Source: an optimization exercise on an open RTL-to-GDS flow (aim: small area, a short achievable clock period and few clock cycles per item). Production flows keep margins and buffers that such runs may drop. The RTL was checked by simulation tests, not by an equivalence proof against the original design.

==> inputs of run a <==
## rv_core
module rv_core (
    input  logic                  g_clk,
    input  logic                  i_rst,           
    input  logic                  i_instr_valid,   
    input  logic [XLEN-1:0]       i_instr,
    output logic                  o_instr_ready,
    output logic                  o_ret_valid,     
    output logic [XLEN-1:0]       o_ret_pc,
    output logic [XLEN-1:0]       o_ret_instr,
    output logic [REG_ADDR_W-1:0] o_ret_rd,
    output logic [XLEN-1:0]       o_ret_result,
    output logic                  o_ret_rd_wen,
    output logic                  o_ret_trap,
    input  logic                  i_ret_ready
);
Settings: LEC_CHECK=0, CAP_MARGIN=20, CORE_MARGIN=2, CORE_UTILIZATION=40, SLEW_MARGIN=20; clock period 5.0 ns.
run.sh (not shown) runs the stock make flow with config.mk's settings and CLKGATE_MAP_FILE= SYNTH_SCRIPT=/design/flow/synth_recipe.tcl, a recipe that flattens the netlist after the stock synthesis.
==> run b: changes against run a <==
--- a/flow/design.v
+++ b/flow/design.v
@@ -12,38 +12,43 @@
     localparam int SEL_SLL  = 6;
     localparam int SEL_SR   = 7;                
     localparam int SEL_W    = 8;
 endpackage
 import rv_pkg::*;
 module rv_regfile (
     input  logic                  g_clk,
     input  logic                  i_rst,
-    input  logic [REG_ADDR_W-1:0] i_rs1_addr,
-    input  logic [REG_ADDR_W-1:0] i_rs2_addr,
+    input  logic [31:1]           i_rs1_oh,
+    input  logic [31:1]           i_rs2_oh,
     output logic [XLEN-1:0]       o_rs1_data,
     output logic [XLEN-1:0]       o_rs2_data,
     input  logic                  i_rd_wen,
     input  logic [REG_ADDR_W-1:0] i_rd_addr,
     input  logic [XLEN-1:0]       i_rd_wdata
 );
     localparam int NREG = 2 ** REG_ADDR_W;
-    logic [XLEN-1:0] regs [0:NREG-1];
+    logic [XLEN-1:0] regs [1:NREG-1];
     logic [XLEN-1:0] wdata;
-    assign wdata   = i_rst ? '0 : i_rd_wdata;
-    assign regs[0] = '0;
+    assign wdata = i_rst ? '0 : i_rd_wdata;
     for (genvar r = 1; r < NREG; r++) begin : g_reg
         always_ff @(posedge g_clk) begin
             if (i_rst || (i_rd_wen && i_rd_addr == r)) begin
                 regs[r] <= wdata;
             end
         end
     end
-    assign o_rs1_data = regs[i_rs1_addr];
-    assign o_rs2_data = regs[i_rs2_addr];
+    always_comb begin
+        o_rs1_data = '0;
+        o_rs2_data = '0;
+        for (int r = 1; r < NREG; r++) begin
+            o_rs1_data = o_rs1_data | ({XLEN{i_rs1_oh[r]}} & regs[r]);
+            o_rs2_data = o_rs2_data | ({XLEN{i_rs2_oh[r]}} & regs[r]);
+        end
+    end
 endmodule
 import rv_pkg::*;
 module rv_decode (
     input  logic [XLEN-1:0]   i_instr,
     output logic              o_is_imm,      
     output logic              o_illegal,
     output logic [SEL_W-1:0]  o_sel,         
     output logic              o_sub,         
@@ -86,30 +91,31 @@
     assign o_illegal = !legal;
     assign o_sub     = (f3 == 3'b000 && is_op && i_instr[30]) ||
                        f3 == 3'b010 || f3 == 3'b011;
     assign o_sra     = i_instr[30];
 endmodule
 import rv_pkg::*;
 module rv_exec_stage (
     input  logic [XLEN-1:0]  i_a,
-    input  logic [XLEN-1:0]  i_b,
+    input  logic [XLEN-1:0]  i_b,            
     input  logic [SEL_W-1:0] i_sel,          
     input  logic             i_sub,
     input  logic             i_sra,
     output logic [XLEN-1:0]  o_res
 );
     logic [XLEN:0]   sum;                    
-    logic [XLEN-1:0] bx, sll, sr;
+    logic [XLEN-1:0] sll, sr;
     logic [4:0]      sh;
     logic            lt_s, lt_u;
-    assign bx  = i_b ^ {XLEN{i_sub}};
-    assign sum = {1'b0, i_a} + {1'b0, bx} + {{XLEN{1'b0}}, i_sub};
+    logic [XLEN+1:0] sum_c;
+    assign sum_c = {1'b0, i_a, 1'b1} + {1'b0, i_b, i_sub};
+    assign sum   = sum_c[XLEN+1:1];
     assign lt_u = !sum[XLEN];
-    assign lt_s = (i_a[XLEN-1] ^ i_b[XLEN-1]) ? i_a[XLEN-1] : sum[XLEN-1];
+    assign lt_s = (i_a[XLEN-1] == i_b[XLEN-1]) ? i_a[XLEN-1] : sum[XLEN-1];
     assign sh  = i_b[4:0];
     assign sll = i_a << sh;
     assign sr  = $unsigned($signed({i_sra & i_a[XLEN-1], i_a}) >>> sh);
     assign o_res = ({XLEN{i_sel[SEL_ADD]}} & sum[XLEN-1:0]) |
                    ({XLEN{i_sel[SEL_XOR]}} & (i_a ^ i_b))   |
                    ({XLEN{i_sel[SEL_OR]}}  & (i_a | i_b))   |
                    ({XLEN{i_sel[SEL_AND]}} & (i_a & i_b))   |
                    ({XLEN{i_sel[SEL_SLL]}} & sll)           |
@@ -121,43 +127,49 @@
     parameter logic [XLEN-1:0] PC_RESET_ADDR = 32'h1000_0000
 ) (
     input  logic            g_clk,
     input  logic            i_rst,
     input  logic            i_instr_valid,
     output logic            o_instr_ready,
     input  logic            i_ret_ready,
     output logic            o_ret_valid,
+    output logic            o_ir_valid,
     output logic            o_ex_valid,
+    output logic            o_ir_en,         
     output logic            o_ex_en,         
     output logic            o_ret_en,        
     output logic [XLEN-1:0] o_pc
 );
-    logic            ex_valid_q, ret_valid_q;
+    logic            ir_valid_q, ex_valid_q, ret_valid_q;
     logic [XLEN-3:0] pc_q;                   
     assign o_ret_en      = !ret_valid_q || i_ret_ready;
-    assign o_instr_ready = !ex_valid_q || o_ret_en;
-    assign o_ex_en       = o_instr_ready;
+    assign o_ex_en       = !ex_valid_q || o_ret_en;
+    assign o_ir_en       = !ir_valid_q || o_ex_en;
+    assign o_instr_ready = o_ir_en;
     always_ff @(posedge g_clk) begin
         if (i_rst) begin
+            ir_valid_q  <= 1'b0;
             ex_valid_q  <= 1'b0;
             ret_valid_q <= 1'b0;
         end else begin
-            if (o_ex_en)  ex_valid_q  <= i_instr_valid;
+            if (o_ir_en)  ir_valid_q  <= i_instr_valid;
+            if (o_ex_en)  ex_valid_q  <= ir_valid_q;
             if (o_ret_en) ret_valid_q <= ex_valid_q;
         end
     end
     always_ff @(posedge g_clk) begin
         if (i_rst) begin
             pc_q <= PC_RESET_ADDR[XLEN-1:2];
         end else if (ret_valid_q && i_ret_ready) begin
             pc_q <= pc_q + 1'b1;
         end
     end
     assign o_pc        = {pc_q, 2'b00};
+    assign o_ir_valid  = ir_valid_q;
     assign o_ex_valid  = ex_valid_q;
     assign o_ret_valid = ret_valid_q;
 endmodule
 import rv_pkg::*;
 module rv_core_top #(
     parameter logic [XLEN-1:0] PC_RESET_ADDR = 32'h1000_0000
 ) (
     input  logic            g_clk,
@@ -168,17 +180,19 @@
     output logic            o_ret_valid,
     output logic [XLEN-1:0] o_ret_pc,
     output logic [XLEN-1:0] o_ret_instr,
     output logic [XLEN-1:0] o_ret_result,
     output logic            o_ret_rd_wen,
     output logic            o_ret_trap,
     input  logic            i_ret_ready
 );
-    logic ex_valid, ex_en, ret_en;
+    logic ir_valid, ex_valid, ir_en, ex_en, ret_en;
+    logic [XLEN-1:0]   ir_instr_q;
+    logic [31:1]       ir_rs1_oh_q, ir_rs2_oh_q;
     logic              d_is_imm, d_illegal, d_sub, d_sra;
     logic [SEL_W-1:0]  d_sel;
     logic [XLEN-1:0]   d_imm, rf_a, rf_b, d_a, d_b;
     logic [4:0]        rs1, rs2;
     logic              fwd_ex_a, fwd_ex_b, fwd_wb_a, fwd_wb_b;
     logic [XLEN-1:0]   ex_a_q, ex_b_q, ex_instr_q;
     logic [SEL_W-1:0]  ex_sel_q;
     logic              ex_sub_q, ex_sra_q, ex_illegal_q, ex_wr_q;
@@ -189,59 +203,71 @@
         .PC_RESET_ADDR (PC_RESET_ADDR)
     ) rv_pipe_ctrl_i (
         .g_clk         (g_clk),
         .i_rst         (i_rst),
         .i_instr_valid (i_instr_valid),
         .o_instr_ready (o_instr_ready),
         .i_ret_ready   (i_ret_ready),
         .o_ret_valid   (o_ret_valid),
+        .o_ir_valid    (ir_valid),
         .o_ex_valid    (ex_valid),
+        .o_ir_en       (ir_en),
         .o_ex_en       (ex_en),
         .o_ret_en      (ret_en),
         .o_pc          (o_ret_pc)
     );
+    always_ff @(posedge g_clk) begin
+        if (ir_en) begin
+            ir_instr_q <= i_instr;
+            for (int r = 1; r < 32; r++) begin
+                ir_rs1_oh_q[r] <= i_instr[19:15] == r;
+                ir_rs2_oh_q[r] <= i_instr[24:20] == r;
+            end
+        end
+    end
     rv_decode rv_decode_i (
-        .i_instr   (i_instr),
+        .i_instr   (ir_instr_q),
         .o_is_imm  (d_is_imm),
         .o_illegal (d_illegal),
         .o_sel     (d_sel),
         .o_sub     (d_sub),
         .o_sra     (d_sra),
         .o_imm     (d_imm)
     );
-    assign rs1 = i_instr[19:15];
-    assign rs2 = i_instr[24:20];
+    assign rs1 = ir_instr_q[19:15];
+    assign rs2 = ir_instr_q[24:20];
     rv_regfile rv_regfile_i (
         .g_clk      (g_clk),
         .i_rst      (i_rst),
-        .i_rs1_addr (rs1),
-        .i_rs2_addr (rs2),
+        .i_rs1_oh   (ir_rs1_oh_q),
+        .i_rs2_oh   (ir_rs2_oh_q),
         .o_rs1_data (rf_a),
         .o_rs2_data (rf_b),
         .i_rd_wen   (wb_pend_q),
         .i_rd_addr  (ret_instr_q[11:7]),
         .i_rd_wdata (ret_result_q)
     );
     assign fwd_ex_a = ex_valid && ex_wr_q && ex_instr_q[11:7] == rs1;
     assign fwd_ex_b = ex_valid && ex_wr_q && ex_instr_q[11:7] == rs2 && !d_is_imm;
     assign fwd_wb_a = wb_pend_q && ret_instr_q[11:7] == rs1;
     assign fwd_wb_b = wb_pend_q && ret_instr_q[11:7] == rs2;
     assign d_a = fwd_ex_a ? ex_res : fwd_wb_a ? ret_result_q : rf_a;
-    assign d_b = fwd_ex_b ? ex_res : d_is_imm ? d_imm : fwd_wb_b ? ret_result_q : rf_b;
+    assign d_b = fwd_ex_b ? (ex_res ^ {XLEN{d_sub}}) :
+                 ((d_is_imm ? d_imm : fwd_wb_b ? ret_result_q : rf_b) ^ {XLEN{d_sub}});
     always_ff @(posedge g_clk) begin
         if (ex_en) begin
             ex_a_q       <= d_a;
             ex_b_q       <= d_b;
-            ex_instr_q   <= i_instr;
+            ex_instr_q   <= ir_instr_q;
             ex_sel_q     <= d_sel;
             ex_sub_q     <= d_sub;
             ex_sra_q     <= d_sra;
             ex_illegal_q <= d_illegal;
-            ex_wr_q      <= !d_illegal && i_instr[11:7] != 5'd0;
+            ex_wr_q      <= !d_illegal && ir_instr_q[11:7] != 5'd0;
         end
     end
     rv_exec_stage rv_exec_stage_i (
         .i_a   (ex_a_q),
         .i_b   (ex_b_q),
         .i_sel (ex_sel_q),
         .i_sub (ex_sub_q),
         .i_sra (ex_sra_q),
- SETUP_SLACK_MARGIN: not set -> 2.5
- TNS_END_PERCENT: not set -> 5
==> run c: changes against run a <==
--- a/flow/design.v
+++ b/flow/design.v
@@ -12,38 +12,43 @@
     localparam int SEL_SLL  = 6;
     localparam int SEL_SR   = 7;                
     localparam int SEL_W    = 8;
 endpackage
 import rv_pkg::*;
 module rv_regfile (
     input  logic                  g_clk,
     input  logic                  i_rst,
-    input  logic [REG_ADDR_W-1:0] i_rs1_addr,
-    input  logic [REG_ADDR_W-1:0] i_rs2_addr,
+    input  logic [31:1]           i_rs1_oh,
+    input  logic [31:1]           i_rs2_oh,
     output logic [XLEN-1:0]       o_rs1_data,
     output logic [XLEN-1:0]       o_rs2_data,
     input  logic                  i_rd_wen,
     input  logic [REG_ADDR_W-1:0] i_rd_addr,
     input  logic [XLEN-1:0]       i_rd_wdata
 );
     localparam int NREG = 2 ** REG_ADDR_W;
-    logic [XLEN-1:0] regs [0:NREG-1];
+    logic [XLEN-1:0] regs [1:NREG-1];
     logic [XLEN-1:0] wdata;
-    assign wdata   = i_rst ? '0 : i_rd_wdata;
-    assign regs[0] = '0;
+    assign wdata = i_rst ? '0 : i_rd_wdata;
     for (genvar r = 1; r < NREG; r++) begin : g_reg
         always_ff @(posedge g_clk) begin
             if (i_rst || (i_rd_wen && i_rd_addr == r)) begin
                 regs[r] <= wdata;
             end
         end
     end
-    assign o_rs1_data = regs[i_rs1_addr];
-    assign o_rs2_data = regs[i_rs2_addr];
+    always_comb begin
+        o_rs1_data = '0;
+        o_rs2_data = '0;
+        for (int r = 1; r < NREG; r++) begin
+            o_rs1_data = o_rs1_data | ({XLEN{i_rs1_oh[r]}} & regs[r]);
+            o_rs2_data = o_rs2_data | ({XLEN{i_rs2_oh[r]}} & regs[r]);
+        end
+    end
 endmodule
 import rv_pkg::*;
 module rv_decode (
     input  logic [XLEN-1:0]   i_instr,
     output logic              o_is_imm,      
     output logic              o_illegal,
     output logic [SEL_W-1:0]  o_sel,         
     output logic              o_sub,         
@@ -86,30 +91,31 @@
     assign o_illegal = !legal;
     assign o_sub     = (f3 == 3'b000 && is_op && i_instr[30]) ||
                        f3 == 3'b010 || f3 == 3'b011;
     assign o_sra     = i_instr[30];
 endmodule
 import rv_pkg::*;
 module rv_exec_stage (
     input  logic [XLEN-1:0]  i_a,
-    input  logic [XLEN-1:0]  i_b,
+    input  logic [XLEN-1:0]  i_b,            
     input  logic [SEL_W-1:0] i_sel,          
     input  logic             i_sub,
     input  logic             i_sra,
     output logic [XLEN-1:0]  o_res
 );
     logic [XLEN:0]   sum;                    
-    logic [XLEN-1:0] bx, sll, sr;
+    logic [XLEN-1:0] sll, sr;
     logic [4:0]      sh;
     logic            lt_s, lt_u;
-    assign bx  = i_b ^ {XLEN{i_sub}};
-    assign sum = {1'b0, i_a} + {1'b0, bx} + {{XLEN{1'b0}}, i_sub};
+    logic [XLEN+1:0] sum_c;
+    assign sum_c = {1'b0, i_a, 1'b1} + {1'b0, i_b, i_sub};
+    assign sum   = sum_c[XLEN+1:1];
     assign lt_u = !sum[XLEN];
-    assign lt_s = (i_a[XLEN-1] ^ i_b[XLEN-1]) ? i_a[XLEN-1] : sum[XLEN-1];
+    assign lt_s = (i_a[XLEN-1] == i_b[XLEN-1]) ? i_a[XLEN-1] : sum[XLEN-1];
     assign sh  = i_b[4:0];
     assign sll = i_a << sh;
     assign sr  = $unsigned($signed({i_sra & i_a[XLEN-1], i_a}) >>> sh);
     assign o_res = ({XLEN{i_sel[SEL_ADD]}} & sum[XLEN-1:0]) |
                    ({XLEN{i_sel[SEL_XOR]}} & (i_a ^ i_b))   |
                    ({XLEN{i_sel[SEL_OR]}}  & (i_a | i_b))   |
                    ({XLEN{i_sel[SEL_AND]}} & (i_a & i_b))   |
                    ({XLEN{i_sel[SEL_SLL]}} & sll)           |
@@ -121,43 +127,49 @@
     parameter logic [XLEN-1:0] PC_RESET_ADDR = 32'h1000_0000
 ) (
     input  logic            g_clk,
     input  logic            i_rst,
     input  logic            i_instr_valid,
     output logic            o_instr_ready,
     input  logic            i_ret_ready,
     output logic            o_ret_valid,
+    output logic            o_ir_valid,
     output logic            o_ex_valid,
+    output logic            o_ir_en,         
     output logic            o_ex_en,         
     output logic            o_ret_en,        
     output logic [XLEN-1:0] o_pc
 );
-    logic            ex_valid_q, ret_valid_q;
+    logic            ir_valid_q, ex_valid_q, ret_valid_q;
     logic [XLEN-3:0] pc_q;                   
     assign o_ret_en      = !ret_valid_q || i_ret_ready;
-    assign o_instr_ready = !ex_valid_q || o_ret_en;
-    assign o_ex_en       = o_instr_ready;
+    assign o_ex_en       = !ex_valid_q || o_ret_en;
+    assign o_ir_en       = !ir_valid_q || o_ex_en;
+    assign o_instr_ready = o_ir_en;
     always_ff @(posedge g_clk) begin
         if (i_rst) begin
+            ir_valid_q  <= 1'b0;
             ex_valid_q  <= 1'b0;
             ret_valid_q <= 1'b0;
         end else begin
-            if (o_ex_en)  ex_valid_q  <= i_instr_valid;
+            if (o_ir_en)  ir_valid_q  <= i_instr_valid;
+            if (o_ex_en)  ex_valid_q  <= ir_valid_q;
             if (o_ret_en) ret_valid_q <= ex_valid_q;
         end
     end
     always_ff @(posedge g_clk) begin
         if (i_rst) begin
             pc_q <= PC_RESET_ADDR[XLEN-1:2];
         end else if (ret_valid_q && i_ret_ready) begin
             pc_q <= pc_q + 1'b1;
         end
     end
     assign o_pc        = {pc_q, 2'b00};
+    assign o_ir_valid  = ir_valid_q;
     assign o_ex_valid  = ex_valid_q;
     assign o_ret_valid = ret_valid_q;
 endmodule
 import rv_pkg::*;
 module rv_core_top #(
     parameter logic [XLEN-1:0] PC_RESET_ADDR = 32'h1000_0000
 ) (
     input  logic            g_clk,
@@ -168,17 +180,19 @@
     output logic            o_ret_valid,
     output logic [XLEN-1:0] o_ret_pc,
     output logic [XLEN-1:0] o_ret_instr,
     output logic [XLEN-1:0] o_ret_result,
     output logic            o_ret_rd_wen,
     output logic            o_ret_trap,
     input  logic            i_ret_ready
 );
-    logic ex_valid, ex_en, ret_en;
+    logic ir_valid, ex_valid, ir_en, ex_en, ret_en;
+    logic [XLEN-1:0]   ir_instr_q;
+    logic [31:1]       ir_rs1_oh_q, ir_rs2_oh_q;
     logic              d_is_imm, d_illegal, d_sub, d_sra;
     logic [SEL_W-1:0]  d_sel;
     logic [XLEN-1:0]   d_imm, rf_a, rf_b, d_a, d_b;
     logic [4:0]        rs1, rs2;
     logic              fwd_ex_a, fwd_ex_b, fwd_wb_a, fwd_wb_b;
     logic [XLEN-1:0]   ex_a_q, ex_b_q, ex_instr_q;
     logic [SEL_W-1:0]  ex_sel_q;
     logic              ex_sub_q, ex_sra_q, ex_illegal_q, ex_wr_q;
@@ -189,59 +203,71 @@
         .PC_RESET_ADDR (PC_RESET_ADDR)
     ) rv_pipe_ctrl_i (
         .g_clk         (g_clk),
         .i_rst         (i_rst),
         .i_instr_valid (i_instr_valid),
         .o_instr_ready (o_instr_ready),
         .i_ret_ready   (i_ret_ready),
         .o_ret_valid   (o_ret_valid),
+        .o_ir_valid    (ir_valid),
         .o_ex_valid    (ex_valid),
+        .o_ir_en       (ir_en),
         .o_ex_en       (ex_en),
         .o_ret_en      (ret_en),
         .o_pc          (o_ret_pc)
     );
+    always_ff @(posedge g_clk) begin
+        if (ir_en) begin
+            ir_instr_q <= i_instr;
+            for (int r = 1; r < 32; r++) begin
+                ir_rs1_oh_q[r] <= i_instr[19:15] == r;
+                ir_rs2_oh_q[r] <= i_instr[24:20] == r;
+            end
+        end
+    end
     rv_decode rv_decode_i (
-        .i_instr   (i_instr),
+        .i_instr   (ir_instr_q),
         .o_is_imm  (d_is_imm),
         .o_illegal (d_illegal),
         .o_sel     (d_sel),
         .o_sub     (d_sub),
         .o_sra     (d_sra),
         .o_imm     (d_imm)
     );
-    assign rs1 = i_instr[19:15];
-    assign rs2 = i_instr[24:20];
+    assign rs1 = ir_instr_q[19:15];
+    assign rs2 = ir_instr_q[24:20];
     rv_regfile rv_regfile_i (
         .g_clk      (g_clk),
         .i_rst      (i_rst),
-        .i_rs1_addr (rs1),
-        .i_rs2_addr (rs2),
+        .i_rs1_oh   (ir_rs1_oh_q),
+        .i_rs2_oh   (ir_rs2_oh_q),
         .o_rs1_data (rf_a),
         .o_rs2_data (rf_b),
         .i_rd_wen   (wb_pend_q),
         .i_rd_addr  (ret_instr_q[11:7]),
         .i_rd_wdata (ret_result_q)
     );
     assign fwd_ex_a = ex_valid && ex_wr_q && ex_instr_q[11:7] == rs1;
     assign fwd_ex_b = ex_valid && ex_wr_q && ex_instr_q[11:7] == rs2 && !d_is_imm;
     assign fwd_wb_a = wb_pend_q && ret_instr_q[11:7] == rs1;
     assign fwd_wb_b = wb_pend_q && ret_instr_q[11:7] == rs2;
     assign d_a = fwd_ex_a ? ex_res : fwd_wb_a ? ret_result_q : rf_a;
-    assign d_b = fwd_ex_b ? ex_res : d_is_imm ? d_imm : fwd_wb_b ? ret_result_q : rf_b;
+    assign d_b = fwd_ex_b ? (ex_res ^ {XLEN{d_sub}}) :
+                 ((d_is_imm ? d_imm : fwd_wb_b ? ret_result_q : rf_b) ^ {XLEN{d_sub}});
     always_ff @(posedge g_clk) begin
         if (ex_en) begin
             ex_a_q       <= d_a;
             ex_b_q       <= d_b;
-            ex_instr_q   <= i_instr;
+            ex_instr_q   <= ir_instr_q;
             ex_sel_q     <= d_sel;
             ex_sub_q     <= d_sub;
             ex_sra_q     <= d_sra;
             ex_illegal_q <= d_illegal;
-            ex_wr_q      <= !d_illegal && i_instr[11:7] != 5'd0;
+            ex_wr_q      <= !d_illegal && ir_instr_q[11:7] != 5'd0;
         end
     end
     rv_exec_stage rv_exec_stage_i (
         .i_a   (ex_a_q),
         .i_b   (ex_b_q),
         .i_sel (ex_sel_q),
         .i_sub (ex_sub_q),
         .i_sra (ex_sra_q),
- CTS_CLUSTER_DIAMETER: not set -> 60
- CTS_CLUSTER_SIZE: not set -> 30
- SETUP_SLACK_MARGIN: not set -> 3.0
- TNS_END_PERCENT: not set -> 3
==> impl_metrics.env <==
export IMPL_p_leak_nw=25.8
export IMPL_antennaDiodeCount=13
export IMPL_powerDensity_mw_per_mm2=396
export IMPL_status="timing/DRC/antenna clean"
export IMPL_cp_num_buf_inv=1
export IMPL_first_global_vias=47633
export IMPL_grt_first_pass_wirelength_um=387000
export IMPL_synth_xor_area_frac=0.0130
export IMPL_nClkBuffers=160
export IMPL_comb_power_w=0.00554
export IMPL_dp_hpwl_um=171000
export IMPL_multi_input_area_share=0.291
export IMPL_clkTransAtPathRegs_ps=70
export IMPL_clock_latency_ps=820
export IMPL_die_h_um=391
-- figures above: run b

==> impl_metrics.env <==
export IMPL_grt_first_pass_wirelength_um=402000
export IMPL_fmax_mhz=219
export IMPL_crit_fanout=11
export IMPL_nClkBuffers=157
export IMPL_antenna_found_initial=19
export IMPL_synth_xor_area_frac=0.0142
export IMPL_antennaDiodeCount=12
export IMPL_io_pins=141
export IMPL_p_leak_nw=25.3
export IMPL_die_h_um=385
export IMPL_comb_power_w=0.00450
export IMPL_hold_viol_final=0
export IMPL_max_vdd_ir_drop_v=0.000223
export IMPL_multi_input_area_share=0.308
export IMPL_powerDensity_mw_per_mm2=401
export IMPL_dp_hpwl_um=189000
export IMPL_clkTransAtPathRegs_ps=60
export IMPL_status="timing/DRC/antenna clean"
export IMPL_reg2reg_depth=11
export IMPL_setup_worst_path_end="rv_core_top_i.ex_b_q[25]"
-- figures above: run a

==> impl_metrics.env <==
export IMPL_status="timing/DRC/antenna clean"
export IMPL_clock_latency_ps=780
export IMPL_max_vdd_ir_drop_v=0.000399
export IMPL_nClkBuffers=103
export IMPL_multi_input_area_share=0.292
export IMPL_comb_power_w=0.00535
export IMPL_cp_num_buf_inv=2
export IMPL_synth_xor_area_frac=0.0130
export IMPL_grt_first_pass_wirelength_um=386000
export IMPL_p_leak_nw=25.4
export IMPL_antennaDiodeCount=21
export IMPL_clkTransAtPathRegs_ps=100
export IMPL_die_h_um=391
export IMPL_synthTopCellsByArea="edfxtp_1 (63%), a22oi_1 (4.5%), a221oi_1 (4.1%)"
export IMPL_dp_hpwl_um=174000
export IMPL_first_global_vias=46665
-- figures above: run c

Testbench counts of run a, summed over its fixed seeds: cycles 4,816, items 4,800.
Testbench counts of run b, summed over its fixed seeds: cycles 4,824, items 4,800.
Testbench counts of run c, summed over its fixed seeds: cycles 4,824, items 4,800.

-- port drivers added, routing unchanged --
The results above use ideal ports. As a check the final layouts listed here were re-extracted and re-timed, cells and wires unchanged. Step 1, drivers: a clkbuf_16 drives g_clk and a buf_2 each remaining input, both assumed. Step 2 also shifts input and output timing later by t, the mid clock arrival at the registers, as if the neighbouring blocks saw the same clock. a / b / c = ideal ports / drivers / drivers and shift; a / b = the first two.
| run | shift t [ns] | setup WS [ns] | worst hold slack (ns) | slew at the worst register clock pin (ns) | worst slew at a driven data input, ns |
|---|---|---|---|---|---|
| run a | 0.866 | 0.426 / 0.426 / -0.207 | 0.416 / 0.416 / 0.416 | 0.07 / 0.07 | 0.05 |
| run b | 0.870 | 1.595 / 1.595 / 1.346 | 0.413 / 0.413 / 0.413 | 0.07 / 0.07 | 0.09 |
| run c | 0.825 | 1.540 / 1.540 / 1.518 | 0.424 / 0.424 / 0.424 | 0.11 / 0.11 | 0.08 |
With both steps, setup timing fails in run a, where it was met with ideal ports. The setup slack of run a, which loses most, moves by 0.000 ns with the drivers and by -0.633 ns with both steps.
